What follows belongs to an exercise in optimizing a design on an open flow for small area, a short achievable clock period and few clock cycles per item; a production flow would make more cautious choices. No run shown here included a check of the RTL's function; only the layout flow was run.

==> flow/design.v (outline; a module is shown in full before it is edited, if it fits) <==
// module csa_x2: 7 lines
// module csa_fa: 10 lines
// module csa_mj: 8 lines
// module omux3: 11 lines
// module mul_tree: 1411 lines
// module round_add: 452 lines
// module tz23: 11 lines
// module ieee754_mul_arb: 238 lines
module ieee754_mul_arb (
  input  logic        clk,
  input  logic        rst_n,
  input  logic        req0_valid,
  input  logic [31:0] req0_a,
  input  logic [31:0] req0_b,
  output logic        req0_ready,
  input  logic        req1_valid,
  input  logic [31:0] req1_a,
  input  logic [31:0] req1_b,
  output logic        req1_ready,
  output logic        rsp_valid,
  input  logic        rsp_ready,
  output logic        rsp_id,
  output logic [31:0] rsp_s,
  output logic        rsp_ovf,
  output logic        rsp_unf
);
  // ...
==> flow/flow/run.sh <==
#!/bin/bash
# The standard layout (standard.sh) with changes to how it is made, not to what it must meet
# (the clock and constraints are the design's):
#  - timing repair aims at a setup slack of SETUP_SLACK_MARGIN ns instead of the default;
#  - the buffers that every port gets are buf_2 cells instead of the default delay buffers;
#  - clock tree synthesis builds the tree from clkbuf_8 cells (clkbuf_16 at the root) and adds
#    no dummy loads.
# standard.sh's output goes to standard.log here; each ORFS step logs to orfs/logs/.
set -euo pipefail
export SETUP_SLACK_MARGIN=7.0
export BUFFER_PORTS_ARGS="-buffer_cell sky130_fd_sc_hd__buf_2"
export CTS_ARGS="-sink_clustering_enable -repair_clock_nets -dont_use_dummy_load -root_buf sky130_fd_sc_hd__clkbuf_16 -buf_list sky130_fd_sc_hd__clkbuf_8"
bash standard.sh > standard.log 2>&1
==> flow/standard.sh <==
#!/bin/bash
# synth_recipe.tcl (not shown) runs the flow's synth.tcl, then flattens the netlist and writes it again
# the make line also repeats each setting of config.mk as NAME=value (left out here)
make -C /OpenROAD-flow-scripts/flow DESIGN_CONFIG=/design/flow/config.mk WORK_HOME=/design/flow/orfs CLKGATE_MAP_FILE= SYNTH_SCRIPT=/design/flow/synth_recipe.tcl "${@:-finish}"
==> flow/config.mk <==
export PLATFORM = sky130hd
export DESIGN_NAME = ieee754_mul_arb
export DESIGN_NICKNAME = ieee754_mul_arb
export VERILOG_FILES = /design/flow/design.v
export SDC_FILE = /design/flow/constraint.sdc
export NUM_CORES = 4
export LEC_CHECK = 0
export CAP_MARGIN = 20
export CORE_MARGIN = 2
export CORE_UTILIZATION = 55
export SLEW_MARGIN = 20
export SYNTH_HIERARCHICAL = 1
==> flow/constraint.sdc <==
create_clock -name core_clock -period 10.5 [get_ports {clk}]
set_input_delay 2.1000 -clock core_clock [delete_from_list [all_inputs] [get_ports {clk}]]
set_output_delay 2.1000 -clock core_clock [all_outputs]
set_load 0.01 [all_outputs]
==> reports/metrics.csv, run 1 <==
stage,metric,value,unit
outcome,outcome,finished clean,
min_path,worst_hold_path.endpoint,id2_q,
critical_path,worst_ep_required_time,10.76,ns
clock_network,max-clock-path-buffers,3,
finish,signed_area_change_from_the_synthesized_netlist_to_the_final_layout,9.59,%
finish,largestClassByArea,multi-input gates,
finish,most-common-layout-cells,"xor2_1 (562), xnor2_1 (321), a22oi_1 (275)",
finish,drive_above_1_share,0.245,
grt,globalRouteTotalUtil,0.290,
placement,placement.setup.worst_slack,6.08,ns
drt,route.final.wire_length,80200,um
sta,timing.final.crit_share,0.339,
floorplanning,row_count,83,
critical_path,worst_setup_path_start,r1_q[10],
critical_path,cp_max_fo,5,
placement,postPlaceCellArea,0.0290,mm^2
finish,n_multi_input_combinational_cell,2250,
critical_path,critPathCapture,sk_q[24],
critical_path,cpMostUsedCell,maj3_2,
critical_path,critPathCaptureType,flip-flop,
finish,num-clock-buffers,46,
logic_synthesis,netlist_instances,2893,
sta,finalSetupViolCount,0,
grt,grt_use_met3,0.0469,
sta,worst-slew-pin-transition,1.08,ns
==> module ieee754_mul_arb, before the edit <==
module ieee754_mul_arb (
  input  logic        clk,
  input  logic        rst_n,
  input  logic        req0_valid,
  input  logic [31:0] req0_a,
  input  logic [31:0] req0_b,
  output logic        req0_ready,
  input  logic        req1_valid,
  input  logic [31:0] req1_a,
  input  logic [31:0] req1_b,
  output logic        req1_ready,
  output logic        rsp_valid,
  input  logic        rsp_ready,
  output logic        rsp_id,
  output logic [31:0] rsp_s,
  output logic        rsp_ovf,
  output logic        rsp_unf
);
  logic       turn_q, rdy0_q, rdy1_q;
  logic       v1_q, v2_q;
  logic [1:0] cnt_q;           
  logic       vld_q;           
  logic acc, push_ok, en2, en1, push, pop;
  logic v1_d, v2_d;
  logic [1:0] cnt_d;
  logic rdy_d, turn_d;
  assign acc     = (req0_valid & rdy0_q) | (req1_valid & rdy1_q);
  assign pop     = vld_q & rsp_ready;
  assign push_ok = (cnt_q != 2'd2);
  assign en2     = ~v2_q | push_ok;
  assign push    = v2_q & push_ok;
  assign en1     = ~v1_q | en2;
  always_comb begin
    v1_d   = en1 ? acc : v1_q;
    v2_d   = en2 ? v1_q : v2_q;
    cnt_d  = cnt_q + {1'b0, push} - {1'b0, pop};
    rdy_d  = ~(v1_d & v2_d & (cnt_d == 2'd2));
    turn_d = turn_q ^ (rdy0_q | rdy1_q);
  end
  always_ff @(posedge clk or negedge rst_n) begin
    if (!rst_n) begin
      turn_q <= 1'b0;
      rdy0_q <= 1'b0;
      rdy1_q <= 1'b0;
      v1_q   <= 1'b0;
      v2_q   <= 1'b0;
      cnt_q  <= 2'd0;
      vld_q  <= 1'b0;
    end else begin
      turn_q <= turn_d;
      rdy0_q <= rdy_d & ~turn_d;
      rdy1_q <= rdy_d & turn_d;
      v1_q   <= v1_d;
      v2_q   <= v2_d;
      cnt_q  <= cnt_d;
      vld_q  <= (cnt_d != 2'd0);
    end
  end
  assign req0_ready = rdy0_q;
  assign req1_ready = rdy1_q;
  logic [31:0] a_in, b_in;
  logic [11:0] one_in, two_in;
  logic [31:0] a1_q;
  logic [8:0]  bse1_q;         
  logic [10:0] bodd1_q;        
  logic [11:0] one1_q, two1_q;
  logic        id1_q;
  assign a_in = turn_q ? req1_a : req0_a;
  assign b_in = turn_q ? req1_b : req0_b;
  always_comb begin
    logic [24:0] mbx;
    mbx = {1'b1, b_in[22:0], 1'b0};    
    for (int i = 0; i < 12; i++) begin
      one_in[i] = mbx[2*i+1] ^ mbx[2*i];
      two_in[i] = (mbx[2*i+2] & ~mbx[2*i+1] & ~mbx[2*i]) | (~mbx[2*i+2] & mbx[2*i+1] & mbx[2*i]);
    end
  end
  always_ff @(posedge clk) begin
    if (en1) begin
      a1_q   <= a_in;
      bse1_q <= b_in[31:23];
      for (int i = 0; i < 11; i++) bodd1_q[i] <= b_in[2*i+1];
      one1_q <= one_in;
      two1_q <= two_in;
      id1_q  <= turn_q;
    end
  end
  logic [7:0]  ea, eb;
  logic        a_zero, b_zero, a_inf, b_inf, a_nan, b_nan;
  logic        nan_a, inf_a, zero_a;
  logic [9:0]  esum_a;
  logic [4:0]  tza, tzb;
  logic [5:0]  tzs;
  logic        st_lo_a, st_hi_a;
  logic [11:0] bneg;
  logic [47:0] r0_a, r1_a;
  logic        c10_a;
  logic [22:0] bf;
  always_comb begin
    for (int i = 0; i < 11; i++) bf[2*i+1] = bodd1_q[i];
    bf[0] = one1_q[0];
    for (int i = 1; i < 12; i++) bf[2*i] = one1_q[i] ^ bf[2*i-1];
  end
  assign ea     = a1_q[30:23];
  assign eb     = bse1_q[7:0];
  assign a_zero = (ea == 8'h00);
  assign b_zero = (eb == 8'h00);
  assign a_inf  = (ea == 8'hff) && (a1_q[22:0] == 23'd0);
  assign b_inf  = (eb == 8'hff) && (bf == 23'd0);
  assign a_nan  = (ea == 8'hff) && (a1_q[22:0] != 23'd0);
  assign b_nan  = (eb == 8'hff) && (bf != 23'd0);
  assign nan_a  = a_nan | b_nan | (a_inf & b_zero) | (b_inf & a_zero);
  assign inf_a  = a_inf | b_inf;
  assign zero_a = a_zero | b_zero;
  assign esum_a = {2'b00, ea} + {2'b00, eb} - 10'd127;
  tz23 u_tza (.f(a1_q[22:0]), .n(tza));
  tz23 u_tzb (.f(bf), .n(tzb));
  assign tzs     = {1'b0, tza} + {1'b0, tzb};
  assign st_lo_a = (tzs < 6'd22);    
  assign st_hi_a = (tzs < 6'd23);    
  always_comb begin
    for (int i = 0; i < 11; i++) bneg[i] = bodd1_q[i];
    bneg[11] = 1'b1;
  end
  mul_tree u_tree (
    .ma   ({1'b1, a1_q[22:0]}),
    .bneg (bneg),
    .bone (one1_q),
    .btwo (two1_q),
    .r0   (r0_a),
    .r1   (r1_a),
    .c10  (c10_a)
  );
  logic [47:10] r0_q, r1_q;
  logic        c10_q;
  logic [9:0]  esum_q;
  logic        sgn_q, spec_q, spec_ff_q, spec_nan_q, st_lo_q, st_hi_q, id2_q;
  always_ff @(posedge clk) begin
    if (en2) begin
      r0_q       <= r0_a[47:10];
      r1_q       <= r1_a[47:10];
      c10_q      <= c10_a;
      esum_q     <= esum_a;
      sgn_q      <= (a1_q[31] ^ bse1_q[8]) & ~nan_a;
      spec_q     <= nan_a | inf_a | zero_a;
      spec_ff_q  <= nan_a | inf_a;
      spec_nan_q <= nan_a;
      st_lo_q    <= st_lo_a;
      st_hi_q    <= st_hi_a;
      id2_q      <= id1_q;
    end
  end
  logic        c22, h24;
  logic [22:0] t0, t1;
  logic [3:0]  zb, za, zc;             
  logic [3:0]  zd;                     
  logic        sel_u, sel_h, sel_l, bh, bl2, bl1, p23, p22;
  logic        tie_h, tie_l, hi, ovl;
  logic [22:0] uh, ul;
  logic [22:0] mant_h, mant_l;
  logic [9:0]  e1;
  logic        ovf0, ovf1, unf0, unf1, nrm0, nrm1;
  logic [7:0]  fill0, fill1;
  logic        inc;
  logic [7:0]  ex0, ex1;
  logic [22:0] fr_h, fr_l;
  logic        ovf_1, ovf_0, unf_1, unf_0;
  round_add u_add (.x(r0_q), .y(r1_q), .c10(c10_q), .c22(c22), .h24(h24), .t0(t0), .t1(t1));
  always_comb begin
    zb    = {1'b0, h24, 2'b00} + {2'b00, r0_q[23], 1'b0} + {2'b00, r1_q[23], 1'b0}
          + {3'b000, r0_q[22]} + {3'b000, r1_q[22]};
    za    = zb + 4'd1;
    zc    = zb + 4'd2;
    zd    = zb + 4'd3;
    sel_u = c22 ? za[3] : zb[3];       
    sel_h = c22 ? zd[3] : zc[3];       
    sel_l = c22 ? zc[3] : za[3];       
    bh    = c22 ? zd[2] : zc[2];       
    bl2   = c22 ? zc[2] : za[2];       
    bl1   = c22 ? zc[1] : za[1];       
    p23   = c22 ? za[1] : zb[1];       
    p22   = c22 ? ~zb[0] : zb[0];      
    tie_h = p23 & ~st_hi_q;            
    tie_l = p22 & ~st_lo_q;            
    uh    = sel_h ? t1 : t0;           
    ul    = sel_l ? t1 : t0;           
    hi    = sel_u ? t1[22] : t0[22];   
    ovl   = ul[22];                    
    mant_h = {uh[21:0], bh & ~tie_h};
    mant_l = {ul[20:0], bl2, bl1 & ~tie_l};
    e1    = esum_q + 10'd1;
    ovf0  = !esum_q[9] && (esum_q[8] || esum_q[7:0] == 8'hff);
    unf0  = esum_q[9] || esum_q == 10'd0;
    ovf1  = !e1[9] && (e1[8] || e1[7:0] == 8'hff);
    unf1  = e1[9] || e1 == 10'd0;
    nrm0  = ~spec_q & ~ovf0 & ~unf0;
    nrm1  = ~spec_q & ~ovf1 & ~unf1;
    fill0 = {8{spec_ff_q | (~spec_q & ovf0)}};
    fill1 = {8{spec_ff_q | (~spec_q & ovf1)}};
    inc   = hi | ovl;
    ex0   = nrm0 ? esum_q[7:0] : fill0;
    ex1   = nrm1 ? e1[7:0] : fill1;
    fr_h  = (mant_h & {23{nrm1}}) | {spec_nan_q, 22'd0};
    fr_l  = (mant_l & {23{nrm0}}) | {spec_nan_q, 22'd0};
    ovf_1 = ~spec_q & ovf1;
    ovf_0 = ~spec_q & ovf0;
    unf_1 = ~spec_q & unf1 & ~ovf1;
    unf_0 = ~spec_q & unf0 & ~ovf0;
  end
  logic [34:0] out_q, sk_q, q_d;
  logic        c2, h1, h0, i1, i0, out_en, sk_en;
  assign c2     = (cnt_q == 2'd2);
  assign h1     = hi & ~c2;
  assign h0     = ~hi & ~c2;
  assign i1     = inc & ~c2;
  assign i0     = ~inc & ~c2;
  assign out_en = c2 ? pop : push & (cnt_q == 2'd0 || pop);
  assign sk_en  = push & (cnt_q == 2'd1) & ~pop;
  for (genvar j = 0; j < 23; j++) begin : g_fr
    omux3 u_m (.a(fr_h[j]), .b(fr_l[j]), .c(sk_q[j]), .sa(h1), .sb(h0), .sc(c2), .y(q_d[j]));
  end
  for (genvar k = 0; k < 8; k++) begin : g_ex
    omux3 u_m (.a(ex1[k]), .b(ex0[k]), .c(sk_q[23+k]), .sa(i1), .sb(i0), .sc(c2), .y(q_d[23+k]));
  end
  omux3 u_unf (.a(unf_1), .b(unf_0), .c(sk_q[32]), .sa(i1), .sb(i0), .sc(c2), .y(q_d[32]));
  omux3 u_ovf (.a(ovf_1), .b(ovf_0), .c(sk_q[33]), .sa(i1), .sb(i0), .sc(c2), .y(q_d[33]));
  assign q_d[31] = c2 ? sk_q[31] : sgn_q;
  assign q_d[34] = c2 ? sk_q[34] : id2_q;
  always_ff @(posedge clk) begin
    if (out_en) out_q <= q_d;
    if (sk_en)  sk_q  <= q_d;
  end
  assign rsp_valid = vld_q;
  assign rsp_id    = out_q[34];
  assign rsp_ovf   = out_q[33];
  assign rsp_unf   = out_q[32];
  assign rsp_s     = out_q[31:0];
endmodule
==> run 2, diff against run 1 <==
--- a/flow/design.v
+++ b/flow/design.v
@@ -23,6 +23,48 @@
 );
   assign y = (a & b) | (a & c) | (b & c);
 endmodule
+module csa_xn (
+  input  logic a,
+  input  logic b,
+  output logic y
+);
+  assign y = ~(a ^ b);
+endmodule
+module pfx_n (
+  input  logic gh,
+  input  logic th,
+  input  logic gl,
+  input  logic tl,
+  output logic gn,
+  output logic tn
+);
+  assign gn = ~(gh | (th & gl));
+  assign tn = ~(th & tl);
+endmodule
+module pfx_p (
+  input  logic ghn,
+  input  logic thn,
+  input  logic gln,
+  input  logic tln,
+  output logic g,
+  output logic t
+);
+  assign g = ~(ghn & (thn | gln));
+  assign t = ~(thn | tln);
+endmodule
+module hisel (
+  input  logic a0,
+  input  logic a1,
+  input  logic sel,
+  input  logic c2,
+  output logic s1,
+  output logic s0
+);
+  logic v;
+  assign v  = sel ? a1 : a0;
+  assign s1 = v & ~c2;
+  assign s0 = ~v & ~c2;
+endmodule
 module omux3 (
   input  logic a,
   input  logic b,
@@ -1454,51 +1496,31 @@
   output logic [22:0] t0,
   output logic [22:0] t1
 );
-  wire lg616 = (x[10] & y[10]) | ((x[10] | y[10]) & c10);
-  wire lt617 = (x[10] | y[10]) & 1'b0;
-  wire lg618 = (x[12] & y[12]) | ((x[12] | y[12]) & (x[11] & y[11]));
-  wire lt619 = (x[12] | y[12]) & (x[11] | y[11]);
-  wire lg620 = (x[14] & y[14]) | ((x[14] | y[14]) & (x[13] & y[13]));
-  wire lt621 = (x[14] | y[14]) & (x[13] | y[13]);
-  wire lg622 = (x[16] & y[16]) | ((x[16] | y[16]) & (x[15] & y[15]));
-  wire lt623 = (x[16] | y[16]) & (x[15] | y[15]);
-  wire lg624 = (x[18] & y[18]) | ((x[18] | y[18]) & (x[17] & y[17]));
-  wire lt625 = (x[18] | y[18]) & (x[17] | y[17]);
-  wire lg626 = (x[20] & y[20]) | ((x[20] | y[20]) & (x[19] & y[19]));
-  wire lt627 = (x[20] | y[20]) & (x[19] | y[19]);
-  wire lg628 = (x[11] & y[11]) | ((x[11] | y[11]) & lg616);
-  wire lt629 = (x[11] | y[11]) & lt617;
-  wire lg630 = lg618 | (lt619 & lg616);
-  wire lt631 = lt619 & lt617;
-  wire lg632 = (x[15] & y[15]) | ((x[15] | y[15]) & lg620);
-  wire lt633 = (x[15] | y[15]) & lt621;
-  wire lg634 = lg622 | (lt623 & lg620);
-  wire lt635 = lt623 & lt621;
-  wire lg636 = (x[19] & y[19]) | ((x[19] | y[19]) & lg624);
-  wire lt637 = (x[19] | y[19]) & lt625;
-  wire lg638 = lg626 | (lt627 & lg624);
-  wire lt639 = lt627 & lt625;
-  wire lg640 = (x[13] & y[13]) | ((x[13] | y[13]) & lg630);
-  wire lt641 = (x[13] | y[13]) & lt631;
-  wire lg642 = lg620 | (lt621 & lg630);
-  wire lt643 = lt621 & lt631;
-  wire lg644 = lg632 | (lt633 & lg630);
-  wire lt645 = lt633 & lt631;
-  wire lg646 = lg634 | (lt635 & lg630);
-  wire lt647 = lt635 & lt631;
-  wire lg648 = (x[21] & y[21]) | ((x[21] | y[21]) & lg638);
-  wire lt649 = (x[21] | y[21]) & lt639;
-  wire lg650 = (x[17] & y[17]) | ((x[17] | y[17]) & lg646);
-  wire lt651 = (x[17] | y[17]) & lt647;
-  wire lg652 = lg624 | (lt625 & lg646);
-  wire lt653 = lt625 & lt647;
-  wire lg654 = lg636 | (lt637 & lg646);
-  wire lt655 = lt637 & lt647;
-  wire lg656 = lg638 | (lt639 & lg646);
-  wire lt657 = lt639 & lt647;
-  wire lg658 = lg648 | (lt649 & lg646);
-  wire lt659 = lt649 & lt647;
-  assign c22 = lg658;
+  wire lg616, lt617;
+  pfx_n u_lg616 (.gh((x[10] & y[10])), .th((x[10] | y[10])), .gl(c10), .tl(1'b0), .gn(lg616), .tn(lt617));
+  wire lg618, lt619;
+  pfx_n u_lg618 (.gh((x[12] & y[12])), .th((x[12] | y[12])), .gl((x[11] & y[11])), .tl((x[11] | y[11])), .gn(lg618), .tn(lt619));
+  wire lg620, lt621;
+  pfx_n u_lg620 (.gh((x[14] & y[14])), .th((x[14] | y[14])), .gl((x[13] & y[13])), .tl((x[13] | y[13])), .gn(lg620), .tn(lt621));
+  wire lg622, lt623;
+  pfx_n u_lg622 (.gh((x[16] & y[16])), .th((x[16] | y[16])), .gl((x[15] & y[15])), .tl((x[15] | y[15])), .gn(lg622), .tn(lt623));
+  wire lg624, lt625;
+  pfx_n u_lg624 (.gh((x[18] & y[18])), .th((x[18] | y[18])), .gl((x[17] & y[17])), .tl((x[17] | y[17])), .gn(lg624), .tn(lt625));
+  wire lg626, lt627;
+  pfx_n u_lg626 (.gh((x[20] & y[20])), .th((x[20] | y[20])), .gl((x[19] & y[19])), .tl((x[19] | y[19])), .gn(lg626), .tn(lt627));
+  wire lg628, lt629;
+  pfx_p u_lg628 (.ghn(lg618), .thn(lt619), .gln(lg616), .tln(lt617), .g(lg628), .t(lt629));
+  wire lg630, lt631;
+  pfx_p u_lg630 (.ghn(lg622), .thn(lt623), .gln(lg620), .tln(lt621), .g(lg630), .t(lt631));
+  wire lg632, lt633;
+  pfx_p u_lg632 (.ghn(lg626), .thn(lt627), .gln(lg624), .tln(lt625), .g(lg632), .t(lt633));
+  wire lg634, lt635;
+  pfx_n u_lg634 (.gh(lg630), .th(lt631), .gl(lg628), .tl(lt629), .gn(lg634), .tn(lt635));
+  wire lg636, lt637;
+  pfx_n u_lg636 (.gh((x[21] & y[21])), .th((x[21] | y[21])), .gl(lg632), .tl(lt633), .gn(lg636), .tn(lt637));
+  wire lg638, lt639;
+  pfx_p u_lg638 (.ghn(lg636), .thn(lt637), .gln(lg634), .tln(lt635), .g(lg638), .t(lt639));
+  assign c22 = lg638;
   wire hx24;
   csa_x2 u_hx24 (.a(x[24]), .b(y[24]), .y(hx24));
   wire hx25;
@@ -1548,174 +1570,188 @@
   wire hx47;
   csa_x2 u_hx47 (.a(x[47]), .b(y[47]), .y(hx47));
   assign h24 = hx24;
-  wire ug660 = (hx26 & (x[25] & y[25])) | ((hx26 | (x[25] & y[25])) & (hx25 & (x[24] & y[24])));
-  wire ut661 = (hx26 | (x[25] & y[25])) & (hx25 | (x[24] & y[24]));
-  wire ug662 = (hx27 & (x[26] & y[26])) | ((hx27 | (x[26] & y[26])) & (hx26 & (x[25] & y[25])));
-  wire ut663 = (hx27 | (x[26] & y[26])) & (hx26 | (x[25] & y[25]));
-  wire ug664 = (hx28 & (x[27] & y[27])) | ((hx28 | (x[27] & y[27])) & (hx27 & (x[26] & y[26])));
-  wire ut665 = (hx28 | (x[27] & y[27])) & (hx27 | (x[26] & y[26]));
-  wire ug666 = (hx29 & (x[28] & y[28])) | ((hx29 | (x[28] & y[28])) & (hx28 & (x[27] & y[27])));
-  wire ut667 = (hx29 | (x[28] & y[28])) & (hx28 | (x[27] & y[27]));
-  wire ug668 = (hx30 & (x[29] & y[29])) | ((hx30 | (x[29] & y[29])) & (hx29 & (x[28] & y[28])));
-  wire ut669 = (hx30 | (x[29] & y[29])) & (hx29 | (x[28] & y[28]));
-  wire ug670 = (hx31 & (x[30] & y[30])) | ((hx31 | (x[30] & y[30])) & (hx30 & (x[29] & y[29])));
-  wire ut671 = (hx31 | (x[30] & y[30])) & (hx30 | (x[29] & y[29]));
-  wire ug672 = (hx32 & (x[31] & y[31])) | ((hx32 | (x[31] & y[31])) & (hx31 & (x[30] & y[30])));
-  wire ut673 = (hx32 | (x[31] & y[31])) & (hx31 | (x[30] & y[30]));
-  wire ug674 = (hx33 & (x[32] & y[32])) | ((hx33 | (x[32] & y[32])) & (hx32 & (x[31] & y[31])));
-  wire ut675 = (hx33 | (x[32] & y[32])) & (hx32 | (x[31] & y[31]));
-  wire ug676 = (hx34 & (x[33] & y[33])) | ((hx34 | (x[33] & y[33])) & (hx33 & (x[32] & y[32])));
-  wire ut677 = (hx34 | (x[33] & y[33])) & (hx33 | (x[32] & y[32]));
-  wire ug678 = (hx35 & (x[34] & y[34])) | ((hx35 | (x[34] & y[34])) & (hx34 & (x[33] & y[33])));
-  wire ut679 = (hx35 | (x[34] & y[34])) & (hx34 | (x[33] & y[33]));
-  wire ug680 = (hx36 & (x[35] & y[35])) | ((hx36 | (x[35] & y[35])) & (hx35 & (x[34] & y[34])));
-  wire ut681 = (hx36 | (x[35] & y[35])) & (hx35 | (x[34] & y[34]));
-  wire ug682 = (hx37 & (x[36] & y[36])) | ((hx37 | (x[36] & y[36])) & (hx36 & (x[35] & y[35])));
-  wire ut683 = (hx37 | (x[36] & y[36])) & (hx36 | (x[35] & y[35]));
-  wire ug684 = (hx38 & (x[37] & y[37])) | ((hx38 | (x[37] & y[37])) & (hx37 & (x[36] & y[36])));
-  wire ut685 = (hx38 | (x[37] & y[37])) & (hx37 | (x[36] & y[36]));
-  wire ug686 = (hx39 & (x[38] & y[38])) | ((hx39 | (x[38] & y[38])) & (hx38 & (x[37] & y[37])));
-  wire ut687 = (hx39 | (x[38] & y[38])) & (hx38 | (x[37] & y[37]));
-  wire ug688 = (hx40 & (x[39] & y[39])) | ((hx40 | (x[39] & y[39])) & (hx39 & (x[38] & y[38])));
-  wire ut689 = (hx40 | (x[39] & y[39])) & (hx39 | (x[38] & y[38]));
-  wire ug690 = (hx41 & (x[40] & y[40])) | ((hx41 | (x[40] & y[40])) & (hx40 & (x[39] & y[39])));
-  wire ut691 = (hx41 | (x[40] & y[40])) & (hx40 | (x[39] & y[39]));
-  wire ug692 = (hx42 & (x[41] & y[41])) | ((hx42 | (x[41] & y[41])) & (hx41 & (x[40] & y[40])));
-  wire ut693 = (hx42 | (x[41] & y[41])) & (hx41 | (x[40] & y[40]));
-  wire ug694 = (hx43 & (x[42] & y[42])) | ((hx43 | (x[42] & y[42])) & (hx42 & (x[41] & y[41])));
-  wire ut695 = (hx43 | (x[42] & y[42])) & (hx42 | (x[41] & y[41]));
-  wire ug696 = (hx44 & (x[43] & y[43])) | ((hx44 | (x[43] & y[43])) & (hx43 & (x[42] & y[42])));
-  wire ut697 = (hx44 | (x[43] & y[43])) & (hx43 | (x[42] & y[42]));
-  wire ug698 = (hx45 & (x[44] & y[44])) | ((hx45 | (x[44] & y[44])) & (hx44 & (x[43] & y[43])));
-  wire ut699 = (hx45 | (x[44] & y[44])) & (hx44 | (x[43] & y[43]));
-  wire ug700 = (hx46 & (x[45] & y[45])) | ((hx46 | (x[45] & y[45])) & (hx45 & (x[44] & y[44])));
-  wire ut701 = (hx46 | (x[45] & y[45])) & (hx45 | (x[44] & y[44]));
-  wire ug702 = (hx47 & (x[46] & y[46])) | ((hx47 | (x[46] & y[46])) & (hx46 & (x[45] & y[45])));
-  wire ut703 = (hx47 | (x[46] & y[46])) & (hx46 | (x[45] & y[45]));
-  wire ug704 = ug662 | (ut663 & (hx25 & (x[24] & y[24])));
-  wire ut705 = ut663 & (hx25 | (x[24] & y[24]));
-  wire ug706 = ug664 | (ut665 & ug660);
-  wire ut707 = ut665 & ut661;
-  wire ug708 = ug666 | (ut667 & ug662);
-  wire ut709 = ut667 & ut663;
-  wire ug710 = ug668 | (ut669 & ug664);
-  wire ut711 = ut669 & ut665;
-  wire ug712 = ug670 | (ut671 & ug666);
-  wire ut713 = ut671 & ut667;
-  wire ug714 = ug672 | (ut673 & ug668);
-  wire ut715 = ut673 & ut669;
-  wire ug716 = ug674 | (ut675 & ug670);
-  wire ut717 = ut675 & ut671;
-  wire ug718 = ug676 | (ut677 & ug672);
-  wire ut719 = ut677 & ut673;
-  wire ug720 = ug678 | (ut679 & ug674);
-  wire ut721 = ut679 & ut675;
-  wire ug722 = ug680 | (ut681 & ug676);
-  wire ut723 = ut681 & ut677;
-  wire ug724 = ug682 | (ut683 & ug678);
-  wire ut725 = ut683 & ut679;
-  wire ug726 = ug684 | (ut685 & ug680);
-  wire ut727 = ut685 & ut681;
-  wire ug728 = ug686 | (ut687 & ug682);
-  wire ut729 = ut687 & ut683;
-  wire ug730 = ug688 | (ut689 & ug684);
-  wire ut731 = ut689 & ut685;
-  wire ug732 = ug690 | (ut691 & ug686);
-  wire ut733 = ut691 & ut687;
-  wire ug734 = ug692 | (ut693 & ug688);
-  wire ut735 = ut693 & ut689;
-  wire ug736 = ug694 | (ut695 & ug690);
-  wire ut737 = ut695 & ut691;
-  wire ug738 = ug696 | (ut697 & ug692);
-  wire ut739 = ut697 & ut693;
-  wire ug740 = ug698 | (ut699 & ug694);
-  wire ut741 = ut699 & ut695;
-  wire ug742 = ug700 | (ut701 & ug696);
-  wire ut743 = ut701 & ut697;
-  wire ug744 = ug702 | (ut703 & ug698);
-  wire ut745 = ut703 & ut699;
-  wire ug746 = ug708 | (ut709 & (hx25 & (x[24] & y[24])));
-  wire ut747 = ut709 & (hx25 | (x[24] & y[24]));
-  wire ug748 = ug710 | (ut711 & ug660);
-  wire ut749 = ut711 & ut661;
-  wire ug750 = ug712 | (ut713 & ug704);
-  wire ut751 = ut713 & ut705;
-  wire ug752 = ug714 | (ut715 & ug706);
-  wire ut753 = ut715 & ut707;
-  wire ug754 = ug716 | (ut717 & ug708);
-  wire ut755 = ut717 & ut709;
-  wire ug756 = ug718 | (ut719 & ug710);
-  wire ut757 = ut719 & ut711;
-  wire ug758 = ug720 | (ut721 & ug712);
-  wire ut759 = ut721 & ut713;
-  wire ug760 = ug722 | (ut723 & ug714);
-  wire ut761 = ut723 & ut715;
-  wire ug762 = ug724 | (ut725 & ug716);
-  wire ut763 = ut725 & ut717;
-  wire ug764 = ug726 | (ut727 & ug718);
-  wire ut765 = ut727 & ut719;
-  wire ug766 = ug728 | (ut729 & ug720);
-  wire ut767 = ut729 & ut721;
-  wire ug768 = ug730 | (ut731 & ug722);
-  wire ut769 = ut731 & ut723;
-  wire ug770 = ug732 | (ut733 & ug724);
-  wire ut771 = ut733 & ut725;
-  wire ug772 = ug734 | (ut735 & ug726);
-  wire ut773 = ut735 & ut727;
-  wire ug774 = ug736 | (ut737 & ug728);
-  wire ut775 = ut737 & ut729;
-  wire ug776 = ug738 | (ut739 & ug730);
-  wire ut777 = ut739 & ut731;
-  wire ug778 = ug740 | (ut741 & ug732);
-  wire ut779 = ut741 & ut733;
-  wire ug780 = ug742 | (ut743 & ug734);
-  wire ut781 = ut743 & ut735;
-  wire ug782 = ug744 | (ut745 & ug736);
-  wire ut783 = ut745 & ut737;
-  wire ug784 = ug754 | (ut755 & (hx25 & (x[24] & y[24])));
-  wire ut785 = ut755 & (hx25 | (x[24] & y[24]));
-  wire ug786 = ug756 | (ut757 & ug660);
-  wire ut787 = ut757 & ut661;
-  wire ug788 = ug758 | (ut759 & ug704);
-  wire ut789 = ut759 & ut705;
-  wire ug790 = ug760 | (ut761 & ug706);
-  wire ut791 = ut761 & ut707;
-  wire ug792 = ug762 | (ut763 & ug746);
-  wire ut793 = ut763 & ut747;
-  wire ug794 = ug764 | (ut765 & ug748);
-  wire ut795 = ut765 & ut749;
-  wire ug796 = ug766 | (ut767 & ug750);
-  wire ut797 = ut767 & ut751;
-  wire ug798 = ug768 | (ut769 & ug752);
-  wire ut799 = ut769 & ut753;
-  wire ug800 = ug770 | (ut771 & ug754);
-  wire ut801 = ut771 & ut755;
-  wire ug802 = ug772 | (ut773 & ug756);
-  wire ut803 = ut773 & ut757;
-  wire ug804 = ug774 | (ut775 & ug758);
-  wire ut805 = ut775 & ut759;
-  wire ug806 = ug776 | (ut777 & ug760);
-  wire ut807 = ut777 & ut761;
-  wire ug808 = ug778 | (ut779 & ug762);
-  wire ut809 = ut779 & ut763;
-  wire ug810 = ug780 | (ut781 & ug764);
-  wire ut811 = ut781 & ut765;
-  wire ug812 = ug782 | (ut783 & ug766);
-  wire ut813 = ut783 & ut767;
-  wire ug814 = ug800 | (ut801 & (hx25 & (x[24] & y[24])));
-  wire ut815 = ut801 & (hx25 | (x[24] & y[24]));
-  wire ug816 = ug802 | (ut803 & ug660);
-  wire ut817 = ut803 & ut661;
-  wire ug818 = ug804 | (ut805 & ug704);
-  wire ut819 = ut805 & ut705;
-  wire ug820 = ug806 | (ut807 & ug706);
-  wire ut821 = ut807 & ut707;
-  wire ug822 = ug808 | (ut809 & ug746);
-  wire ut823 = ut809 & ut747;
-  wire ug824 = ug810 | (ut811 & ug748);
-  wire ut825 = ut811 & ut749;
-  wire ug826 = ug812 | (ut813 & ug750);
-  wire ut827 = ut813 & ut751;
+  wire ug640, ut641;
+  pfx_n u_ug640 (.gh((hx26 & (x[25] & y[25]))), .th((hx26 | (x[25] & y[25]))), .gl((hx25 & (x[24] & y[24]))), .tl((hx25 | (x[24] & y[24]))), .gn(ug640), .tn(ut641));
+  wire ug642, ut643;
+  pfx_n u_ug642 (.gh((hx27 & (x[26] & y[26]))), .th((hx27 | (x[26] & y[26]))), .gl((hx26 & (x[25] & y[25]))), .tl((hx26 | (x[25] & y[25]))), .gn(ug642), .tn(ut643));
+  wire ug644, ut645;
+  pfx_n u_ug644 (.gh((hx28 & (x[27] & y[27]))), .th((hx28 | (x[27] & y[27]))), .gl((hx27 & (x[26] & y[26]))), .tl((hx27 | (x[26] & y[26]))), .gn(ug644), .tn(ut645));
+  wire ug646, ut647;
+  pfx_n u_ug646 (.gh((hx29 & (x[28] & y[28]))), .th((hx29 | (x[28] & y[28]))), .gl((hx28 & (x[27] & y[27]))), .tl((hx28 | (x[27] & y[27]))), .gn(ug646), .tn(ut647));
+  wire ug648, ut649;
+  pfx_n u_ug648 (.gh((hx30 & (x[29] & y[29]))), .th((hx30 | (x[29] & y[29]))), .gl((hx29 & (x[28] & y[28]))), .tl((hx29 | (x[28] & y[28]))), .gn(ug648), .tn(ut649));
+  wire ug650, ut651;
+  pfx_n u_ug650 (.gh((hx31 & (x[30] & y[30]))), .th((hx31 | (x[30] & y[30]))), .gl((hx30 & (x[29] & y[29]))), .tl((hx30 | (x[29] & y[29]))), .gn(ug650), .tn(ut651));
+  wire ug652, ut653;
+  pfx_n u_ug652 (.gh((hx32 & (x[31] & y[31]))), .th((hx32 | (x[31] & y[31]))), .gl((hx31 & (x[30] & y[30]))), .tl((hx31 | (x[30] & y[30]))), .gn(ug652), .tn(ut653));
+  wire ug654, ut655;
+  pfx_n u_ug654 (.gh((hx33 & (x[32] & y[32]))), .th((hx33 | (x[32] & y[32]))), .gl((hx32 & (x[31] & y[31]))), .tl((hx32 | (x[31] & y[31]))), .gn(ug654), .tn(ut655));
+  wire ug656, ut657;
+  pfx_n u_ug656 (.gh((hx34 & (x[33] & y[33]))), .th((hx34 | (x[33] & y[33]))), .gl((hx33 & (x[32] & y[32]))), .tl((hx33 | (x[32] & y[32]))), .gn(ug656), .tn(ut657));
+  wire ug658, ut659;
+  pfx_n u_ug658 (.gh((hx35 & (x[34] & y[34]))), .th((hx35 | (x[34] & y[34]))), .gl((hx34 & (x[33] & y[33]))), .tl((hx34 | (x[33] & y[33]))), .gn(ug658), .tn(ut659));
+  wire ug660, ut661;
+  pfx_n u_ug660 (.gh((hx36 & (x[35] & y[35]))), .th((hx36 | (x[35] & y[35]))), .gl((hx35 & (x[34] & y[34]))), .tl((hx35 | (x[34] & y[34]))), .gn(ug660), .tn(ut661));
+  wire ug662, ut663;
+  pfx_n u_ug662 (.gh((hx37 & (x[36] & y[36]))), .th((hx37 | (x[36] & y[36]))), .gl((hx36 & (x[35] & y[35]))), .tl((hx36 | (x[35] & y[35]))), .gn(ug662), .tn(ut663));
+  wire ug664, ut665;
+  pfx_n u_ug664 (.gh((hx38 & (x[37] & y[37]))), .th((hx38 | (x[37] & y[37]))), .gl((hx37 & (x[36] & y[36]))), .tl((hx37 | (x[36] & y[36]))), .gn(ug664), .tn(ut665));
+  wire ug666, ut667;
+  pfx_n u_ug666 (.gh((hx39 & (x[38] & y[38]))), .th((hx39 | (x[38] & y[38]))), .gl((hx38 & (x[37] & y[37]))), .tl((hx38 | (x[37] & y[37]))), .gn(ug666), .tn(ut667));
+  wire ug668, ut669;
+  pfx_n u_ug668 (.gh((hx40 & (x[39] & y[39]))), .th((hx40 | (x[39] & y[39]))), .gl((hx39 & (x[38] & y[38]))), .tl((hx39 | (x[38] & y[38]))), .gn(ug668), .tn(ut669));
+  wire ug670, ut671;
+  pfx_n u_ug670 (.gh((hx41 & (x[40] & y[40]))), .th((hx41 | (x[40] & y[40]))), .gl((hx40 & (x[39] & y[39]))), .tl((hx40 | (x[39] & y[39]))), .gn(ug670), .tn(ut671));
+  wire ug672, ut673;
+  pfx_n u_ug672 (.gh((hx42 & (x[41] & y[41]))), .th((hx42 | (x[41] & y[41]))), .gl((hx41 & (x[40] & y[40]))), .tl((hx41 | (x[40] & y[40]))), .gn(ug672), .tn(ut673));
+  wire ug674, ut675;
+  pfx_n u_ug674 (.gh((hx43 & (x[42] & y[42]))), .th((hx43 | (x[42] & y[42]))), .gl((hx42 & (x[41] & y[41]))), .tl((hx42 | (x[41] & y[41]))), .gn(ug674), .tn(ut675));
+  wire ug676, ut677;
+  pfx_n u_ug676 (.gh((hx44 & (x[43] & y[43]))), .th((hx44 | (x[43] & y[43]))), .gl((hx43 & (x[42] & y[42]))), .tl((hx43 | (x[42] & y[42]))), .gn(ug676), .tn(ut677));
+  wire ug678, ut679;
+  pfx_n u_ug678 (.gh((hx45 & (x[44] & y[44]))), .th((hx45 | (x[44] & y[44]))), .gl((hx44 & (x[43] & y[43]))), .tl((hx44 | (x[43] & y[43]))), .gn(ug678), .tn(ut679));
+  wire ug680, ut681;
+  pfx_n u_ug680 (.gh((hx46 & (x[45] & y[45]))), .th((hx46 | (x[45] & y[45]))), .gl((hx45 & (x[44] & y[44]))), .tl((hx45 | (x[44] & y[44]))), .gn(ug680), .tn(ut681));
+  wire ug682, ut683;
+  pfx_n u_ug682 (.gh((hx47 & (x[46] & y[46]))), .th((hx47 | (x[46] & y[46]))), .gl((hx46 & (x[45] & y[45]))), .tl((hx46 | (x[45] & y[45]))), .gn(ug682), .tn(ut683));
+  wire iv686 = ~(hx25 & (x[24] & y[24]));
+  wire iv687 = ~(hx25 | (x[24] & y[24]));
+  wire ug684, ut685;
+  pfx_p u_ug684 (.ghn(ug642), .thn(ut643), .gln(iv686), .tln(iv687), .g(ug684), .t(ut685));
+  wire ug688, ut689;
+  pfx_p u_ug688 (.ghn(ug644), .thn(ut645), .gln(ug640), .tln(ut641), .g(ug688), .t(ut689));
+  wire ug690, ut691;
+  pfx_p u_ug690 (.ghn(ug646), .thn(ut647), .gln(ug642), .tln(ut643), .g(ug690), .t(ut691));
+  wire ug692, ut693;
+  pfx_p u_ug692 (.ghn(ug648), .thn(ut649), .gln(ug644), .tln(ut645), .g(ug692), .t(ut693));
+  wire ug694, ut695;
+  pfx_p u_ug694 (.ghn(ug650), .thn(ut651), .gln(ug646), .tln(ut647), .g(ug694), .t(ut695));
+  wire ug696, ut697;
+  pfx_p u_ug696 (.ghn(ug652), .thn(ut653), .gln(ug648), .tln(ut649), .g(ug696), .t(ut697));
+  wire ug698, ut699;
+  pfx_p u_ug698 (.ghn(ug654), .thn(ut655), .gln(ug650), .tln(ut651), .g(ug698), .t(ut699));
+  wire ug700, ut701;
+  pfx_p u_ug700 (.ghn(ug656), .thn(ut657), .gln(ug652), .tln(ut653), .g(ug700), .t(ut701));
+  wire ug702, ut703;
+  pfx_p u_ug702 (.ghn(ug658), .thn(ut659), .gln(ug654), .tln(ut655), .g(ug702), .t(ut703));
+  wire ug704, ut705;
+  pfx_p u_ug704 (.ghn(ug660), .thn(ut661), .gln(ug656), .tln(ut657), .g(ug704), .t(ut705));
+  wire ug706, ut707;
+  pfx_p u_ug706 (.ghn(ug662), .thn(ut663), .gln(ug658), .tln(ut659), .g(ug706), .t(ut707));
+  wire ug708, ut709;
+  pfx_p u_ug708 (.ghn(ug664), .thn(ut665), .gln(ug660), .tln(ut661), .g(ug708), .t(ut709));
+  wire ug710, ut711;
+  pfx_p u_ug710 (.ghn(ug666), .thn(ut667), .gln(ug662), .tln(ut663), .g(ug710), .t(ut711));
+  wire ug712, ut713;
+  pfx_p u_ug712 (.ghn(ug668), .thn(ut669), .gln(ug664), .tln(ut665), .g(ug712), .t(ut713));
+  wire ug714, ut715;
+  pfx_p u_ug714 (.ghn(ug670), .thn(ut671), .gln(ug666), .tln(ut667), .g(ug714), .t(ut715));
+  wire ug716, ut717;
+  pfx_p u_ug716 (.ghn(ug672), .thn(ut673), .gln(ug668), .tln(ut669), .g(ug716), .t(ut717));
+  wire ug718, ut719;
+  pfx_p u_ug718 (.ghn(ug674), .thn(ut675), .gln(ug670), .tln(ut671), .g(ug718), .t(ut719));
+  wire ug720, ut721;
+  pfx_p u_ug720 (.ghn(ug676), .thn(ut677), .gln(ug672), .tln(ut673), .g(ug720), .t(ut721));
+  wire ug722, ut723;
+  pfx_p u_ug722 (.ghn(ug678), .thn(ut679), .gln(ug674), .tln(ut675), .g(ug722), .t(ut723));
+  wire ug724, ut725;
+  pfx_p u_ug724 (.ghn(ug680), .thn(ut681), .gln(ug676), .tln(ut677), .g(ug724), .t(ut725));
+  wire ug726, ut727;
+  pfx_p u_ug726 (.ghn(ug682), .thn(ut683), .gln(ug678), .tln(ut679), .g(ug726), .t(ut727));
+  wire ug728, ut729;
+  pfx_n u_ug728 (.gh(ug690), .th(ut691), .gl((hx25 & (x[24] & y[24]))), .tl((hx25 | (x[24] & y[24]))), .gn(ug728), .tn(ut729));
+  wire iv732 = ~ug640;
+  wire iv733 = ~ut641;
+  wire ug730, ut731;
+  pfx_n u_ug730 (.gh(ug692), .th(ut693), .gl(iv732), .tl(iv733), .gn(ug730), .tn(ut731));
+  wire ug734, ut735;
+  pfx_n u_ug734 (.gh(ug694), .th(ut695), .gl(ug684), .tl(ut685), .gn(ug734), .tn(ut735));
+  wire ug736, ut737;
+  pfx_n u_ug736 (.gh(ug696), .th(ut697), .gl(ug688), .tl(ut689), .gn(ug736), .tn(ut737));
+  wire ug738, ut739;
+  pfx_n u_ug738 (.gh(ug698), .th(ut699), .gl(ug690), .tl(ut691), .gn(ug738), .tn(ut739));
+  wire ug740, ut741;
+  pfx_n u_ug740 (.gh(ug700), .th(ut701), .gl(ug692), .tl(ut693), .gn(ug740), .tn(ut741));
+  wire ug742, ut743;
+  pfx_n u_ug742 (.gh(ug702), .th(ut703), .gl(ug694), .tl(ut695), .gn(ug742), .tn(ut743));
+  wire ug744, ut745;
+  pfx_n u_ug744 (.gh(ug704), .th(ut705), .gl(ug696), .tl(ut697), .gn(ug744), .tn(ut745));
+  wire ug746, ut747;
+  pfx_n u_ug746 (.gh(ug706), .th(ut707), .gl(ug698), .tl(ut699), .gn(ug746), .tn(ut747));
+  wire ug748, ut749;
+  pfx_n u_ug748 (.gh(ug708), .th(ut709), .gl(ug700), .tl(ut701), .gn(ug748), .tn(ut749));
+  wire ug750, ut751;
+  pfx_n u_ug750 (.gh(ug710), .th(ut711), .gl(ug702), .tl(ut703), .gn(ug750), .tn(ut751));
+  wire ug752, ut753;
+  pfx_n u_ug752 (.gh(ug712), .th(ut713), .gl(ug704), .tl(ut705), .gn(ug752), .tn(ut753));
+  wire ug754, ut755;
+  pfx_n u_ug754 (.gh(ug714), .th(ut715), .gl(ug706), .tl(ut707), .gn(ug754), .tn(ut755));
+  wire ug756, ut757;
+  pfx_n u_ug756 (.gh(ug716), .th(ut717), .gl(ug708), .tl(ut709), .gn(ug756), .tn(ut757));
+  wire ug758, ut759;
+  pfx_n u_ug758 (.gh(ug718), .th(ut719), .gl(ug710), .tl(ut711), .gn(ug758), .tn(ut759));
+  wire ug760, ut761;
+  pfx_n u_ug760 (.gh(ug720), .th(ut721), .gl(ug712), .tl(ut713), .gn(ug760), .tn(ut761));
+  wire ug762, ut763;
+  pfx_n u_ug762 (.gh(ug722), .th(ut723), .gl(ug714), .tl(ut715), .gn(ug762), .tn(ut763));
+  wire ug764, ut765;
+  pfx_n u_ug764 (.gh(ug724), .th(ut725), .gl(ug716), .tl(ut717), .gn(ug764), .tn(ut765));
+  wire ug766, ut767;
+  pfx_n u_ug766 (.gh(ug726), .th(ut727), .gl(ug718), .tl(ut719), .gn(ug766), .tn(ut767));
+  wire ug768, ut769;
+  pfx_p u_ug768 (.ghn(ug738), .thn(ut739), .gln(iv686), .tln(iv687), .g(ug768), .t(ut769));
+  wire ug770, ut771;
+  pfx_p u_ug770 (.ghn(ug740), .thn(ut741), .gln(ug640), .tln(ut641), .g(ug770), .t(ut771));
+  wire iv774 = ~ug684;
+  wire iv775 = ~ut685;
+  wire ug772, ut773;
+  pfx_p u_ug772 (.ghn(ug742), .thn(ut743), .gln(iv774), .tln(iv775), .g(ug772), .t(ut773));
+  wire iv778 = ~ug688;
+  wire iv779 = ~ut689;
+  wire ug776, ut777;
+  pfx_p u_ug776 (.ghn(ug744), .thn(ut745), .gln(iv778), .tln(iv779), .g(ug776), .t(ut777));
+  wire ug780, ut781;
+  pfx_p u_ug780 (.ghn(ug746), .thn(ut747), .gln(ug728), .tln(ut729), .g(ug780), .t(ut781));
+  wire ug782, ut783;
+  pfx_p u_ug782 (.ghn(ug748), .thn(ut749), .gln(ug730), .tln(ut731), .g(ug782), .t(ut783));
+  wire ug784, ut785;
+  pfx_p u_ug784 (.ghn(ug750), .thn(ut751), .gln(ug734), .tln(ut735), .g(ug784), .t(ut785));
+  wire ug786, ut787;
+  pfx_p u_ug786 (.ghn(ug752), .thn(ut753), .gln(ug736), .tln(ut737), .g(ug786), .t(ut787));
+  wire ug788, ut789;
+  pfx_p u_ug788 (.ghn(ug754), .thn(ut755), .gln(ug738), .tln(ut739), .g(ug788), .t(ut789));
+  wire ug790, ut791;
+  pfx_p u_ug790 (.ghn(ug756), .thn(ut757), .gln(ug740), .tln(ut741), .g(ug790), .t(ut791));
+  wire ug792, ut793;
+  pfx_p u_ug792 (.ghn(ug758), .thn(ut759), .gln(ug742), .tln(ut743), .g(ug792), .t(ut793));
+  wire ug794, ut795;
+  pfx_p u_ug794 (.ghn(ug760), .thn(ut761), .gln(ug744), .tln(ut745), .g(ug794), .t(ut795));
+  wire ug796, ut797;
+  pfx_p u_ug796 (.ghn(ug762), .thn(ut763), .gln(ug746), .tln(ut747), .g(ug796), .t(ut797));
+  wire ug798, ut799;
+  pfx_p u_ug798 (.ghn(ug764), .thn(ut765), .gln(ug748), .tln(ut749), .g(ug798), .t(ut799));
+  wire ug800, ut801;
+  pfx_p u_ug800 (.ghn(ug766), .thn(ut767), .gln(ug750), .tln(ut751), .g(ug800), .t(ut801));
+  wire ug802, ut803;
+  pfx_n u_ug802 (.gh(ug788), .th(ut789), .gl((hx25 & (x[24] & y[24]))), .tl((hx25 | (x[24] & y[24]))), .gn(ug802), .tn(ut803));
+  wire ug804, ut805;
+  pfx_n u_ug804 (.gh(ug790), .th(ut791), .gl(iv732), .tl(iv733), .gn(ug804), .tn(ut805));
+  wire ug806, ut807;
+  pfx_n u_ug806 (.gh(ug792), .th(ut793), .gl(ug684), .tl(ut685), .gn(ug806), .tn(ut807));
+  wire ug808, ut809;
+  pfx_n u_ug808 (.gh(ug794), .th(ut795), .gl(ug688), .tl(ut689), .gn(ug808), .tn(ut809));
+  wire iv812 = ~ug728;
+  wire iv813 = ~ut729;
+  wire ug810, ut811;
+  pfx_n u_ug810 (.gh(ug796), .th(ut797), .gl(iv812), .tl(iv813), .gn(ug810), .tn(ut811));
+  wire iv816 = ~ug730;
+  wire iv817 = ~ut731;
+  wire ug814, ut815;
+  pfx_n u_ug814 (.gh(ug798), .th(ut799), .gl(iv816), .tl(iv817), .gn(ug814), .tn(ut815));
+  wire iv820 = ~ug734;
+  wire iv821 = ~ut735;
+  wire ug818, ut819;
+  pfx_n u_ug818 (.gh(ug800), .th(ut801), .gl(iv820), .tl(iv821), .gn(ug818), .tn(ut819));
   wire px0, ca0, cb0, s0x0, s1x0;
   csa_x2 u_px0 (.a(hx25), .b((x[24] & y[24])), .y(px0));
   assign t0[0] = px0;
@@ -1730,169 +1766,169 @@
   assign t1[1] = s1x1;
   wire px2, ca2, cb2, s0x2, s1x2;
   csa_x2 u_px2 (.a(hx27), .b((x[26] & y[26])), .y(px2));
-  assign ca2 = ug660;
-  assign cb2 = ug660 | ut661;
-  csa_x2 u_s0x2 (.a(px2), .b(ca2), .y(s0x2));
+  assign ca2 = ug640;
+  assign cb2 = ~(ug640 & ut641);
+  csa_xn u_s0x2 (.a(px2), .b(ca2), .y(s0x2));
   csa_x2 u_s1x2 (.a(px2), .b(cb2), .y(s1x2));
   assign t0[2] = s0x2;
   assign t1[2] = s1x2;
   wire px3, ca3, cb3, s0x3, s1x3;
   csa_x2 u_px3 (.a(hx28), .b((x[27] & y[27])), .y(px3));
-  assign ca3 = ug704;
-  assign cb3 = ug704 | ut705;
+  assign ca3 = ug684;
+  assign cb3 = ug684 | ut685;
   csa_x2 u_s0x3 (.a(px3), .b(ca3), .y(s0x3));
   csa_x2 u_s1x3 (.a(px3), .b(cb3), .y(s1x3));
   assign t0[3] = s0x3;
   assign t1[3] = s1x3;
   wire px4, ca4, cb4, s0x4, s1x4;
   csa_x2 u_px4 (.a(hx29), .b((x[28] & y[28])), .y(px4));
-  assign ca4 = ug706;
-  assign cb4 = ug706 | ut707;
+  assign ca4 = ug688;
+  assign cb4 = ug688 | ut689;
   csa_x2 u_s0x4 (.a(px4), .b(ca4), .y(s0x4));
   csa_x2 u_s1x4 (.a(px4), .b(cb4), .y(s1x4));
   assign t0[4] = s0x4;
   assign t1[4] = s1x4;
   wire px5, ca5, cb5, s0x5, s1x5;
   csa_x2 u_px5 (.a(hx30), .b((x[29] & y[29])), .y(px5));
-  assign ca5 = ug746;
-  assign cb5 = ug746 | ut747;
-  csa_x2 u_s0x5 (.a(px5), .b(ca5), .y(s0x5));
+  assign ca5 = ug728;
+  assign cb5 = ~(ug728 & ut729);
+  csa_xn u_s0x5 (.a(px5), .b(ca5), .y(s0x5));
   csa_x2 u_s1x5 (.a(px5), .b(cb5), .y(s1x5));
   assign t0[5] = s0x5;
   assign t1[5] = s1x5;
   wire px6, ca6, cb6, s0x6, s1x6;
   csa_x2 u_px6 (.a(hx31), .b((x[30] & y[30])), .y(px6));
-  assign ca6 = ug748;
-  assign cb6 = ug748 | ut749;
-  csa_x2 u_s0x6 (.a(px6), .b(ca6), .y(s0x6));
+  assign ca6 = ug730;
+  assign cb6 = ~(ug730 & ut731);
+  csa_xn u_s0x6 (.a(px6), .b(ca6), .y(s0x6));
   csa_x2 u_s1x6 (.a(px6), .b(cb6), .y(s1x6));
   assign t0[6] = s0x6;
   assign t1[6] = s1x6;
   wire px7, ca7, cb7, s0x7, s1x7;
   csa_x2 u_px7 (.a(hx32), .b((x[31] & y[31])), .y(px7));
-  assign ca7 = ug750;
-  assign cb7 = ug750 | ut751;
-  csa_x2 u_s0x7 (.a(px7), .b(ca7), .y(s0x7));
+  assign ca7 = ug734;
+  assign cb7 = ~(ug734 & ut735);
+  csa_xn u_s0x7 (.a(px7), .b(ca7), .y(s0x7));
   csa_x2 u_s1x7 (.a(px7), .b(cb7), .y(s1x7));
   assign t0[7] = s0x7;
   assign t1[7] = s1x7;
   wire px8, ca8, cb8, s0x8, s1x8;
   csa_x2 u_px8 (.a(hx33), .b((x[32] & y[32])), .y(px8));
-  assign ca8 = ug752;
-  assign cb8 = ug752 | ut753;
-  csa_x2 u_s0x8 (.a(px8), .b(ca8), .y(s0x8));
+  assign ca8 = ug736;
+  assign cb8 = ~(ug736 & ut737);
+  csa_xn u_s0x8 (.a(px8), .b(ca8), .y(s0x8));
   csa_x2 u_s1x8 (.a(px8), .b(cb8), .y(s1x8));
   assign t0[8] = s0x8;
   assign t1[8] = s1x8;
   wire px9, ca9, cb9, s0x9, s1x9;
   csa_x2 u_px9 (.a(hx34), .b((x[33] & y[33])), .y(px9));
-  assign ca9 = ug784;
-  assign cb9 = ug784 | ut785;
+  assign ca9 = ug768;
+  assign cb9 = ug768 | ut769;
   csa_x2 u_s0x9 (.a(px9), .b(ca9), .y(s0x9));
   csa_x2 u_s1x9 (.a(px9), .b(cb9), .y(s1x9));
   assign t0[9] = s0x9;
   assign t1[9] = s1x9;
   wire px10, ca10, cb10, s0x10, s1x10;
   csa_x2 u_px10 (.a(hx35), .b((x[34] & y[34])), .y(px10));
-  assign ca10 = ug786;
-  assign cb10 = ug786 | ut787;
+  assign ca10 = ug770;
+  assign cb10 = ug770 | ut771;
   csa_x2 u_s0x10 (.a(px10), .b(ca10), .y(s0x10));
   csa_x2 u_s1x10 (.a(px10), .b(cb10), .y(s1x10));
   assign t0[10] = s0x10;
   assign t1[10] = s1x10;
   wire px11, ca11, cb11, s0x11, s1x11;
   csa_x2 u_px11 (.a(hx36), .b((x[35] & y[35])), .y(px11));
-  assign ca11 = ug788;
-  assign cb11 = ug788 | ut789;
+  assign ca11 = ug772;
+  assign cb11 = ug772 | ut773;
   csa_x2 u_s0x11 (.a(px11), .b(ca11), .y(s0x11));
   csa_x2 u_s1x11 (.a(px11), .b(cb11), .y(s1x11));
   assign t0[11] = s0x11;
   assign t1[11] = s1x11;
   wire px12, ca12, cb12, s0x12, s1x12;
   csa_x2 u_px12 (.a(hx37), .b((x[36] & y[36])), .y(px12));
-  assign ca12 = ug790;
-  assign cb12 = ug790 | ut791;
+  assign ca12 = ug776;
+  assign cb12 = ug776 | ut777;
   csa_x2 u_s0x12 (.a(px12), .b(ca12), .y(s0x12));
   csa_x2 u_s1x12 (.a(px12), .b(cb12), .y(s1x12));
   assign t0[12] = s0x12;
   assign t1[12] = s1x12;
   wire px13, ca13, cb13, s0x13, s1x13;
   csa_x2 u_px13 (.a(hx38), .b((x[37] & y[37])), .y(px13));
-  assign ca13 = ug792;
-  assign cb13 = ug792 | ut793;
+  assign ca13 = ug780;
+  assign cb13 = ug780 | ut781;
   csa_x2 u_s0x13 (.a(px13), .b(ca13), .y(s0x13));
   csa_x2 u_s1x13 (.a(px13), .b(cb13), .y(s1x13));
   assign t0[13] = s0x13;
   assign t1[13] = s1x13;
   wire px14, ca14, cb14, s0x14, s1x14;
   csa_x2 u_px14 (.a(hx39), .b((x[38] & y[38])), .y(px14));
-  assign ca14 = ug794;
-  assign cb14 = ug794 | ut795;
+  assign ca14 = ug782;
+  assign cb14 = ug782 | ut783;
   csa_x2 u_s0x14 (.a(px14), .b(ca14), .y(s0x14));
   csa_x2 u_s1x14 (.a(px14), .b(cb14), .y(s1x14));
   assign t0[14] = s0x14;
   assign t1[14] = s1x14;
   wire px15, ca15, cb15, s0x15, s1x15;
   csa_x2 u_px15 (.a(hx40), .b((x[39] & y[39])), .y(px15));
-  assign ca15 = ug796;
-  assign cb15 = ug796 | ut797;
+  assign ca15 = ug784;
+  assign cb15 = ug784 | ut785;
   csa_x2 u_s0x15 (.a(px15), .b(ca15), .y(s0x15));
   csa_x2 u_s1x15 (.a(px15), .b(cb15), .y(s1x15));
   assign t0[15] = s0x15;
   assign t1[15] = s1x15;
   wire px16, ca16, cb16, s0x16, s1x16;
   csa_x2 u_px16 (.a(hx41), .b((x[40] & y[40])), .y(px16));
-  assign ca16 = ug798;
-  assign cb16 = ug798 | ut799;
+  assign ca16 = ug786;
+  assign cb16 = ug786 | ut787;
   csa_x2 u_s0x16 (.a(px16), .b(ca16), .y(s0x16));
   csa_x2 u_s1x16 (.a(px16), .b(cb16), .y(s1x16));
   assign t0[16] = s0x16;
   assign t1[16] = s1x16;
   wire px17, ca17, cb17, s0x17, s1x17;
   csa_x2 u_px17 (.a(hx42), .b((x[41] & y[41])), .y(px17));
-  assign ca17 = ug814;
-  assign cb17 = ug814 | ut815;
-  csa_x2 u_s0x17 (.a(px17), .b(ca17), .y(s0x17));
+  assign ca17 = ug802;
+  assign cb17 = ~(ug802 & ut803);
+  csa_xn u_s0x17 (.a(px17), .b(ca17), .y(s0x17));
   csa_x2 u_s1x17 (.a(px17), .b(cb17), .y(s1x17));
   assign t0[17] = s0x17;
   assign t1[17] = s1x17;
   wire px18, ca18, cb18, s0x18, s1x18;
   csa_x2 u_px18 (.a(hx43), .b((x[42] & y[42])), .y(px18));
-  assign ca18 = ug816;
-  assign cb18 = ug816 | ut817;
-  csa_x2 u_s0x18 (.a(px18), .b(ca18), .y(s0x18));
+  assign ca18 = ug804;
+  assign cb18 = ~(ug804 & ut805);
+  csa_xn u_s0x18 (.a(px18), .b(ca18), .y(s0x18));
   csa_x2 u_s1x18 (.a(px18), .b(cb18), .y(s1x18));
   assign t0[18] = s0x18;
   assign t1[18] = s1x18;
   wire px19, ca19, cb19, s0x19, s1x19;
   csa_x2 u_px19 (.a(hx44), .b((x[43] & y[43])), .y(px19));
-  assign ca19 = ug818;
-  assign cb19 = ug818 | ut819;
-  csa_x2 u_s0x19 (.a(px19), .b(ca19), .y(s0x19));
+  assign ca19 = ug806;
+  assign cb19 = ~(ug806 & ut807);
+  csa_xn u_s0x19 (.a(px19), .b(ca19), .y(s0x19));
   csa_x2 u_s1x19 (.a(px19), .b(cb19), .y(s1x19));
   assign t0[19] = s0x19;
   assign t1[19] = s1x19;
   wire px20, ca20, cb20, s0x20, s1x20;
   csa_x2 u_px20 (.a(hx45), .b((x[44] & y[44])), .y(px20));
-  assign ca20 = ug820;
-  assign cb20 = ug820 | ut821;
-  csa_x2 u_s0x20 (.a(px20), .b(ca20), .y(s0x20));
+  assign ca20 = ug808;
+  assign cb20 = ~(ug808 & ut809);
+  csa_xn u_s0x20 (.a(px20), .b(ca20), .y(s0x20));
   csa_x2 u_s1x20 (.a(px20), .b(cb20), .y(s1x20));
   assign t0[20] = s0x20;
   assign t1[20] = s1x20;
   wire px21, ca21, cb21, s0x21, s1x21;
   csa_x2 u_px21 (.a(hx46), .b((x[45] & y[45])), .y(px21));
-  assign ca21 = ug822;
-  assign cb21 = ug822 | ut823;
-  csa_x2 u_s0x21 (.a(px21), .b(ca21), .y(s0x21));
+  assign ca21 = ug810;
+  assign cb21 = ~(ug810 & ut811);
+  csa_xn u_s0x21 (.a(px21), .b(ca21), .y(s0x21));
   csa_x2 u_s1x21 (.a(px21), .b(cb21), .y(s1x21));
   assign t0[21] = s0x21;
   assign t1[21] = s1x21;
   wire px22, ca22, cb22, s0x22, s1x22;
   csa_x2 u_px22 (.a(hx47), .b((x[46] & y[46])), .y(px22));
-  assign ca22 = ug824;
-  assign cb22 = ug824 | ut825;
-  csa_x2 u_s0x22 (.a(px22), .b(ca22), .y(s0x22));
+  assign ca22 = ug814;
+  assign cb22 = ~(ug814 & ut815);
+  csa_xn u_s0x22 (.a(px22), .b(ca22), .y(s0x22));
   csa_x2 u_s1x22 (.a(px22), .b(cb22), .y(s1x22));
   assign t0[22] = s0x22;
   assign t1[22] = s1x22;
@@ -2118,16 +2154,20 @@
     unf_0 = ~spec_q & unf0 & ~ovf0;
   end
   logic [34:0] out_q, sk_q, q_d;
-  logic        c2, h1, h0, i1, i0, out_en, sk_en;
+  logic        c2, i1, i0, out_en, sk_en;
   assign c2     = (cnt_q == 2'd2);
-  assign h1     = hi & ~c2;
-  assign h0     = ~hi & ~c2;
-  assign i1     = inc & ~c2;
-  assign i0     = ~inc & ~c2;
+  logic [3:0] h1g, h0g;
+  logic       ovl_u;
+  for (genvar q = 0; q < 4; q++) begin : g_hi
+    hisel u_h (.a0(t0[22]), .a1(t1[22]), .sel(sel_u), .c2(c2), .s1(h1g[q]), .s0(h0g[q]));
+  end
+  assign ovl_u = sel_l ? t1[22] : t0[22];
+  hisel u_inc (.a0(ovl_u), .a1(1'b1), .sel(hi), .c2(c2), .s1(i1), .s0(i0));
   assign out_en = c2 ? pop : push & (cnt_q == 2'd0 || pop);
   assign sk_en  = push & (cnt_q == 2'd1) & ~pop;
   for (genvar j = 0; j < 23; j++) begin : g_fr
-    omux3 u_m (.a(fr_h[j]), .b(fr_l[j]), .c(sk_q[j]), .sa(h1), .sb(h0), .sc(c2), .y(q_d[j]));
+    omux3 u_m (.a(fr_h[j]), .b(fr_l[j]), .c(sk_q[j]), .sa(h1g[j / 6]), .sb(h0g[j / 6]), .sc(c2),
+               .y(q_d[j]));
   end
   for (genvar k = 0; k < 8; k++) begin : g_ex
     omux3 u_m (.a(ex1[k]), .b(ex0[k]), .c(sk_q[23+k]), .sa(i1), .sb(i0), .sc(c2), .y(q_d[23+k]));
==> reports/metrics.csv, run 2 <==
stage,metric,value,unit,change
drt,detail_route.wl_per_cell,22.5,um,
outcome,outcome,finished clean,,
critical_path,worst_r2r_path_depth,13,,
critical_path,worst-setup-path-type,reg -> reg,,
grt,first_global_vias,22200,,
min_path,worst_hold_path.endpoint,id2_q,,
sta,worst-slew-pin-transition,0.989,ns,-0.0866 ns
grt,first_pass_grt_wire_length,126000,um,
floorplanning,fp.dieH,234,um,
finish,drive_above_1_share,0.264,,+0.0196
grt,grt_antenna_before_repair,0,,
critical_path,critPathCaptureType,flip-flop,,
min_path,min_path_type,reg -> reg,,
min_path,timing.hold.worst.start,id1_q,,
grt,globalRouteTotalUtil,0.295,,+0.00454
clock_network,clkSlewWorstSetupHoldPaths,0.05,ns,
finish,signed_area_change_from_the_synthesized_netlist_to_the_final_layout,8.48,%,
clock_network,tritoncts_clock_tree,built,,
sta,post-route-worst-setup-slack,7.05,ns,
clock_network,h-tree-depth,2,,
clock_network,max-clock-path-buffers,3,,unchanged
logic_synthesis,yosysWarningCount,8,,
logic_synthesis,netlist_instances,2980,,+3.0%
critical_path,cp_max_fo,7,,+2
drt,route.final.wire_length,84000,um,+4.7%
clock_network,clk_root_buffer_cell,clkbuf_16,,
critical_path,cpMostUsedCell,inv_1,,
drt,routed-via-count,22800,,
sta,worst_slew_margin_rel,0.335,,
sta,timing.final.crit_share,0.329,,-0.0108
critical_path,worst_ep_required_time,10.77,ns,about the same
sta,finalSetupViolCount,0,,unchanged
sta,final_period_minus_worst_setup_slack,3.45,ns,
clock_network,postCtsHoldBufs,0,,
grt,grt_max_degree,79,,
sta,timing.setup.tns,0,ns,
finish,most-common-layout-cells,"xor2_1 (554), xnor2_1 (332), a22oi_1 (274)",,
placement,placement.setup.worst_slack,6.37,ns,+0.291 ns
placement,detailed_place_hpwl,56300,um,
floorplanning,row_count,84,,+1.2%
placement,postPlaceCellArea,0.0297,mm^2,+2.4%
critical_path,setup.reg_to_reg.worst_slack,7.05,ns,
critical_path,worstPathArrival,3.72,ns,
critical_path,timing.critical_path.from_type,flip-flop,,
-- run 2: layout make-up --
type | instances | area, um^2 | area share
Sequential cell | 249 | 7440 | 0.235
Tap cell | 688 | 861 | 0.0272
Antenna cell | 1 | 2.50 | 0.0000790
Timing Repair Buffer | 291 | 2170 | 0.0686
Inverter | 116 | 435 | 0.0137
Multi-Input combinational cell | 2336 | 20100 | 0.634
Clock buffer | 46 | 689 | 0.0218
-- run 2: layer usage --
| metal | track usage | vias to the layer above | share of wire |
|---|---|---|---|
| met5 | 0 | - | 0 |
| met4 | 0.108 | 0 | 0.027 |
| met3 | 0.0465 | 179 | 0.075 |
| met2 | 0.472 | 996 | 0.46 |
| met1 | 0.404 | 11100 | 0.44 |
| li1 | - | 10500 | - |
-- run 2: through the flow --
| step | util | hold WS, ns | cells |
|---|---|---|---|
| 2_1_floorplan | - | 0.400 | 2989 |
| 3_3_place_gp | 0.566 | 0.401 | 3615 |
| 3_5_place_dp | 0.566 | 0.412 | 3615 |
| 5_1_grt | 0.603 | 0.437 | 3726 |
| 4_1_cts | 0.585 | 0.424 | 3680 |
| 6_report | 0.603 | 0.421 | 3727 |
-- run 2: timing repair --
| item | 4_1_cts | 5_1_grt |
|---|---|---|
| setup buffers | 18 | 40 |
| pin swaps | 4 | 35 |
| endpoints found under the setup margin | 101 | 88 |
| resized for setup | 31 | 104 |
| hold endpoints to repair | 0 | 0 |
| cloned | 1 | 4 |
-- run 2: how the worst max path moves through the flow --
| stage | start | end | slack, ns |
|---|---|---|---|
| after floorplan | rsp_ready | sk_q[0] | 6.91 |
| after global placement | r0_q[22] | out_q[29] | 6.47 |
| after detailed placement | r0_q[22] | out_q[27] | 6.37 |
| after CTS | two1_q[6] | r0_q[25] | 7.01 |
| after global routing | r0_q[28] | out_q[28] | 6.92 |
| final | r0_q[22] | out_q[27] | 7.05 |

[re-timing with driven ports]
The results above use ideal ports. As a check the final layouts listed here were re-extracted and re-timed, cells and wires unchanged. Step 1 assumes that a clkbuf_16 drives the clock port and a buf_2 every other input. Step 2 also shifts input and output timing later by t, the mid clock arrival at the registers, as if the neighbouring blocks saw the same clock. a / b / c = ideal / step 1 / step 2; a / b = the first two.
| run | t (ns) | slack for setup (ns) | worst setup path after step 2 | worst data-port slew with drivers (ns) |
|---|---|---|---|---|
| run 1 | 0.587 | 6.936 / 6.936 / 6.694 | input to register | 0.06 |
| run 2 | 0.584 | 7.049 / 7.049 / 6.790 | input to register | 0.05 |
After both steps every run listed still meets setup and hold. The setup slack of run 2, which loses most, moves by 0.000 ns with the drivers and by -0.259 ns with both steps.
